What follows belongs to an exercise in optimizing a design on an open flow for small area, a short achievable clock period and few clock cycles per item; a production flow would make more cautious choices.
Where RTL was checked, it was by simulation tests only, not by an equivalence proof against the original.

Setup of v12:
// muldiv_unit
module muldiv_unit (
    input  logic        clk,
    input  logic        rst,
    input  logic        start,
    input  logic [2:0]  op,
    input  logic [31:0] a,
    input  logic [31:0] b,
    output logic        busy,
    output logic [31:0] hi,
    output logic [31:0] lo
);
Size: ~3300 cells after synthesis, about 0.023 mm² of cells after synthesis.
clock: 150.0 ns
lec_check: 0
abc_area: 1
cap_margin: 20
core_margin: 2
core_utilization: 40
slew_margin: 20
synth_hierarchical: 1
standard.sh (not shown) runs the stock make flow with config.mk's settings and CLKGATE_MAP_FILE= SYNTH_SCRIPT=/design/flow/synth_recipe.tcl, a recipe that flattens the netlist after the stock synthesis.
==> flow/flow/run.sh <==
#!/bin/bash
# Layout flow: the standard ORFS flow (standard.sh) with two changes.
#  1. Synthesis maps the logic with flow/abc_area.script, an area-oriented
#     ABC script (map -a, then buffering and sizing). Registers are mapped
#     before ABC runs, so they are exactly the standard synthesis's.
#  2. Ports are buffered with sky130_fd_sc_hd__buf_2 cells.
# Each tool's log is under orfs/logs/; make's own output is in flow_make.log.
set -euo pipefail
W=$(pwd)
rm -rf "$W/scripts_mod"
cp -r "$FLOW_HOME/scripts" "$W/scripts_mod"
cp "$W/flow/abc_area.script" "$W/scripts_mod/abc_area.script"
export SCRIPTS_DIR="$W/scripts_mod"
export BUFFER_PORTS_ARGS="-buffer_cell sky130_fd_sc_hd__buf_2"
bash "$W/standard.sh" > "$W/flow_make.log" 2>&1
==> flow/flow/abc_area.script <==
strash
dch
map -a
topo
stime -c
buffer -c
upsize -c
dnsize -c
Relative to v12, the following input files were edited for v6:
--- a/flow/design.v
+++ b/flow/design.v
@@ -590,25 +590,23 @@
     always_comb begin
         logic ai, ad;
         ai = 1'b1;
         ad = 1'b1;
         for (int i = 0; i < 23; i++) begin
             upi[i] = up[i] ^ ai;
             upd[i] = up[i] ^ ad;
             ai = ai & up[i];
             ad = ad & ~up[i];
         end
     end
-    for (genvar i = 0; i < 23; i++) begin : g_usel
-        mdu_sel3 u_sel (.s(ws[42:41]), .a(up[i]), .i(upi[i]), .d(upd[i]), .y(unew[i]));
-    end
+    mdu_sel3 u_sel (.s(ws[42:41]), .a(up), .i(upi), .d(upd), .y(unew));
     assign pnew = {unew, ws[40:0]};
     logic [31:0] rin, qin, r1, r2, qout;
     logic [34:0] dn;
     logic        q0, q1;
     assign rin = first ? Xa : hi;
     assign dn  = first ? (shout ^ {35{~mneg}}) : M;
     assign qin = first ? 32'd0 : lo;
     logic [32:0] c0;
     logic [31:0] s0;
     logic bneg;
     assign bneg = first ? mneg : bneg_r;
@@ -696,29 +694,35 @@
             end
             X <= mplr << 8;
             if (is_mul) begin
                 M <= {2'b00, mcand};
             end else begin
                 M <= {2'b11, dn[34:2]};
             end
         end
     end
 endmodule
 module mdu_sel3 (
-    input  logic [1:0] s,
-    input  logic       a,
-    input  logic       i,
-    input  logic       d,
-    output logic       y
+    input  logic [1:0]  s,
+    input  logic [22:0] a,
+    input  logic [22:0] i,
+    input  logic [22:0] d,
+    output logic [22:0] y
 );
-    assign y = s[0] ? (s[1] ? d : i) : a;
+    always_comb begin
+        case (s)
+            2'b01:   y = i;
+            2'b11:   y = d;
+            default: y = a;
+        endcase
+    end
 endmodule
 module mdu_fa (
     input  logic a,
     input  logic b,
     input  logic c,
     output logic s,
     output logic co
 );
     assign s  = a ^ b ^ c;
     assign co = (a & b) | (a & c) | (b & c);
 endmodule
Results
Taking v12 as the reference point, the slew at the pin closest to its max-slew limit of v6 falls by 0.081 ns.
Compared with v12, in v6 portion of the layout cell area used by non-clock buffers about even, sequential share of layout area closely matched the old numbers, wire length on met3 went down, met3 usage decreased by 1.2 points relative to the old numbers.
Between v12 and v6, the difference in fraction of the mapped netlist area in adder cells is negligible.
Comparing the two runs side by side, v6 comes out ahead of v12 on cell area.
Testbench counts of v6, summed over its fixed seeds: cycles 40,931, ops 12,000.
Only the layout flow was run in v12; the RTL was not checked for function there.


## orange
Another version of the RTL of muldiv_unit (not shown whole).
Size: roughly 140 flip-flops, about 140 I/O pins, roughly 0.023 sq mm of cells after synthesis.
==> module muldiv_unit, before the edit <==
module muldiv_unit (
    input  logic        clk,
    input  logic        rst,
    input  logic        start,
    input  logic [2:0]  op,
    input  logic [31:0] a,
    input  logic [31:0] b,
    output logic        busy,
    output logic [31:0] hi,
    output logic [31:0] lo
);
    function automatic logic [5:0] clz32(input logic [31:0] v);
        clz32 = 6'd32;
        for (int i = 0; i < 32; i++)
            if (v[i]) clz32 = 6'(31 - i);
    endfunction
    function automatic logic [31:0] cneg(input logic [31:0] x, input logic s);
        logic o;
        o = 1'b0;
        for (int i = 0; i < 32; i++) begin
            cneg[i] = x[i] ^ (s & o);
            o = o | x[i];
        end
    endfunction
    logic        busy_r, first;
    logic [3:0]  cnt;
    logic [1:0]  opr;
    logic        qneg_r, aneg_r, bneg_r;
    logic [31:0] X;
    logic [34:0] M;
    assign busy = busy_r;
    logic is_mul, sgn_mul, sgn_div, sgn;
    assign is_mul  = ~opr[1];
    assign sgn_mul = (opr == 2'd0);
    assign sgn_div = (opr == 2'd2);
    assign sgn     = sgn_mul | sgn_div;
    logic xneg, mneg;
    assign xneg = sgn_div & X[31];
    assign mneg = sgn_div & M[31];
    logic [5:0] cx, cm;
    assign cx = clz32(X ^ {32{sgn & X[31]}});
    assign cm = clz32(M[31:0] ^ {32{sgn & M[31]}});
    logic       swap;
    logic [5:0] cmax, nbits;
    logic [2:0] nd;
    assign swap  = cm > cx;
    assign cmax  = swap ? cm : cx;
    assign nbits = 6'd33 - cmax;
    always_comb begin
        nd = 3'((nbits + 6'd7) >> 3);
        if (nd > 3'd4) nd = 3'd4;
    end
    logic [5:0] lza;
    logic signed [6:0] dd;
    logic [4:0] nq;
    assign lza = xneg ? (cx - 6'd1) : cx;
    assign dd  = 7'({1'b0, cm}) - 7'({1'b0, lza});
    always_comb begin
        if (dd[6]) nq = 5'd1;
        else if (dd > 7'sd30) nq = 5'd16;
        else nq = 5'((dd + 7'sd2) >> 1);
    end
    logic bzero;
    assign bzero = (M[31:0] == 32'd0);
    logic [4:0] ntot;
    always_comb begin
        if (is_mul) ntot = {2'd0, nd};
        else if (bzero) ntot = 5'd1;
        else ntot = nq;
    end
    logic [31:0] Xa;
    assign Xa = cneg(X, xneg);
    logic [31:0] mplr0;
    logic [32:0] shin;
    logic [3:0]  shj;
    logic [34:0] shout;
    assign mplr0 = swap ? M[31:0] : X;
    assign shin  = is_mul ? {1'b0, mplr0} : {M[31:0], 1'b0};
    assign shj   = is_mul ? {nd[1:0] == 2'd0 ? 2'd0 : ~nd[1:0] + 2'd1, 2'b00} : 4'(nq - 5'd1);
    assign shout = {{2{mneg}}, shin} << {shj, 1'b0};
    logic [32:0] mcand;
    logic [31:0] mplr;
    logic [8:0]  dig;
    logic        corr;
    logic [63:0] pin, psh, pnew;
    logic [42:0] ws;
    assign mcand = first ? {sgn_mul & (swap ? X[31] : M[31]), (swap ? X : M[31:0])} : M[32:0];
    assign mplr  = first ? shout[31:0] : X;
    assign dig   = mplr[31:23];
    assign corr  = first & (cmax == 6'd0);
    assign pin   = first ? (corr ? {31'd0, mcand} : 64'd0) : {hi, lo};
    assign psh   = {pin[55:0], 8'd0};
    mdu_csa u_csa (.wp(psh[40:0]), .mc(mcand), .x(dig), .s(ws));
    logic [22:0] up, upi, upd, unew;
    assign up = psh[63:41];
    always_comb begin
        logic ai, ad;
        ai = 1'b1;
        ad = 1'b1;
        for (int i = 0; i < 23; i++) begin
            upi[i] = up[i] ^ ai;
            upd[i] = up[i] ^ ad;
            ai = ai & up[i];
            ad = ad & ~up[i];
        end
    end
    always_comb begin
        case (ws[42:41])
            2'b01:   unew = upi;
            2'b11:   unew = upd;
            default: unew = up;
        endcase
    end
    assign pnew = {unew, ws[40:0]};
    logic [31:0] rin, qin, r1, r2, qout;
    logic [34:0] dn;
    logic        q0, q1;
    assign rin = first ? Xa : hi;
    assign dn  = first ? (shout ^ {35{~mneg}}) : M;
    assign qin = first ? 32'd0 : lo;
    logic [32:0] c0;
    logic [31:0] s0;
    logic bneg;
    assign bneg = first ? mneg : bneg_r;
    assign c0[0] = ~bneg;
    for (genvar k = 0; k < 32; k++) begin : g_r0
        mdu_fa u_fa (.a(rin[k]), .b(dn[k]), .c(c0[k]), .s(s0[k]), .co(c0[k+1]));
    end
    logic ge0;
    mdu_cmp u_cmp (.r(rin), .dn(dn[31:0]), .strict(bneg), .ge(ge0));
    assign q0 = ge0 & (&dn[34:32]);
    assign r1 = q0 ? s0 : rin;
    logic [32:0] c1;
    logic [31:0] s1;
    assign c1[0] = ~bneg;
    for (genvar k = 0; k < 32; k++) begin : g_r1
        mdu_fa u_fa (.a(r1[k]), .b(dn[k+1]), .c(c1[k]), .s(s1[k]), .co(c1[k+1]));
    end
    assign q1 = c1[32] & (&dn[34:33]);
    assign r2 = q1 ? s1 : r1;
    assign qout = {qin[29:0], q0, q1};
    logic qneg, aneg;
    assign qneg = first ? (xneg ^ mneg) : qneg_r;
    assign aneg = first ? xneg : aneg_r;
    logic last;
    assign last = first ? (ntot == 5'd1) : (cnt == 4'd1);
    always_ff @(posedge clk or negedge rst) begin
        if (!rst) begin
            first  <= 1'b0;
            busy_r <= 1'b0;
            hi     <= 32'd0;
            lo     <= 32'd0;
        end else begin
            if (!busy_r) begin
                first  <= start & ~op[2];
                busy_r <= start & ~op[2];
                if (start && op == 3'd4) hi <= a;
                if (start && op == 3'd5) lo <= a;
            end else begin
                first  <= 1'b0;
                busy_r <= ~last;
                if (is_mul) begin
                    {hi, lo} <= pnew;
                end else if (!(first && bzero)) begin
                    hi <= cneg(r2, last & aneg);
                    lo <= cneg(qout, last & qneg);
                end
            end
        end
    end
    always_ff @(posedge clk) begin
        if (!busy_r) begin
            opr <= op[1:0];
            X   <= a;
            M   <= {3'b000, b};
            cnt <= 4'd0;
        end else begin
            cnt <= first ? 4'(ntot - 5'd1) : cnt - 4'd1;
            if (first) begin
                qneg_r <= xneg ^ mneg;
                aneg_r <= xneg;
                bneg_r <= mneg;
            end
            X <= mplr << 8;
            if (is_mul) begin
                M <= {2'b00, mcand};
            end else begin
                M <= {2'b11, dn[34:2]};
            end
        end
    end
endmodule
==> flow/config.mk <==
export PLATFORM = sky130hd
export DESIGN_NAME = muldiv_unit
export DESIGN_NICKNAME = muldiv_unit
export VERILOG_FILES = /design/flow/design.v
export SDC_FILE = /design/flow/constraint.sdc
export NUM_CORES = 4
export LEC_CHECK = 0
export ABC_AREA = 1
export CAP_MARGIN = 20
export CORE_MARGIN = 2
export CORE_UTILIZATION = 40
export SLEW_MARGIN = 20
==> flow/constraint.sdc <==
create_clock -name core_clock -period 150.0 [get_ports {clk}]
set_input_delay 30.0000 -clock core_clock [delete_from_list [all_inputs] [get_ports {clk}]]
set_output_delay 30.0000 -clock core_clock [all_outputs]
set_load 0.01 [all_outputs]
Scripts as last shown in full above: flow/flow/run.sh, flow/flow/abc_area.script
orange finished every step from synthesis to the final layout, and the layout passed the timing, DRC and antenna checks.
Testbench counts of orange, summed over its fixed seeds: cycles 41,128, ops 12,000.
Inputs modified between orange and green:
--- a/flow/design.v
+++ b/flow/design.v
@@ -45,10 +45,10 @@
     logic [2:0] nd;
     assign swap  = cm > cx;
     assign cmax  = swap ? cm : cx;
-    assign nbits = 6'd33 - cmax;
+    assign nbits = 6'd32 + {5'd0, sgn_mul} - cmax;
     always_comb begin
         nd = 3'((nbits + 6'd7) >> 3);
-        if (nd > 3'd4) nd = 3'd4;
+        if (nd == 3'd0) nd = 3'd1;
     end
     logic [5:0] lza;
     logic signed [6:0] dd;
@@ -87,7 +87,7 @@
     assign mcand = first ? {sgn_mul & (swap ? X[31] : M[31]), (swap ? X : M[31:0])} : M[32:0];
     assign mplr  = first ? shout[31:0] : X;
     assign dig   = mplr[31:23];
-    assign corr  = first & (cmax == 6'd0);
+    assign corr  = first & ~sgn_mul & mplr[31];
     assign pin   = first ? (corr ? {31'd0, mcand} : 64'd0) : {hi, lo};
     assign psh   = {pin[55:0], 8'd0};
     mdu_csa u_csa (.wp(psh[40:0]), .mc(mcand), .x(dig), .s(ws));
## What came out
- Compared green against orange; sequential share of layout area within noise.
- In the metrics for green and orange, the one carrying the lower overall die area is green.
- [compare] base=orange new=green: net count after synthesis up 36, global-route wire length before repair picked up an extra about 2%, critical path depth increased 1, count of plain and timing-repair buffers in the layout now smaller.
Testbench counts of green, summed over its fixed seeds: cycles 40,931, ops 12,000.

[afterwards: timing with drivers on the ports]
The results above use ideal ports. As a check the final layouts listed here were re-extracted and re-timed, cells and wires unchanged.
Step 1 sets driving cells, clkbuf_16 on the clock port and buf_2 on the other inputs (assumed; they add their load-dependent delay and slew).
Step 2 moves the port delays by t, midway between the first and last clock arrival at a register: inputs arrive t later, outputs are due t later. That takes back most of the time a late clock gives input paths.
Slacks: ideal ports / drivers / drivers and shift; pairs: ideal ports / drivers.
| run | t (ns) | setup slack, ns | clock arrival spread, ns | pins driven straight from the clock port |
|---|---|---|---|---|
| v12 | 0.564 | 118.755 / 118.692 / 118.323 | 0.014 / 0.014 | 1 |
| v6 | 0.559 | 118.703 / 118.646 / 118.390 | 0.021 / 0.021 | 1 |
| orange | 0.565 | 118.709 / 118.681 / 118.186 | 0.011 / 0.011 | 1 |
| green | 0.565 | 118.689 / 118.708 / 118.165 | 0.012 / 0.012 | 1 |
After both steps setup and hold are still met in every run listed. For green, which loses most, drivers alone change the setup slack by +0.019 ns; drivers and shift together by -0.524 ns.
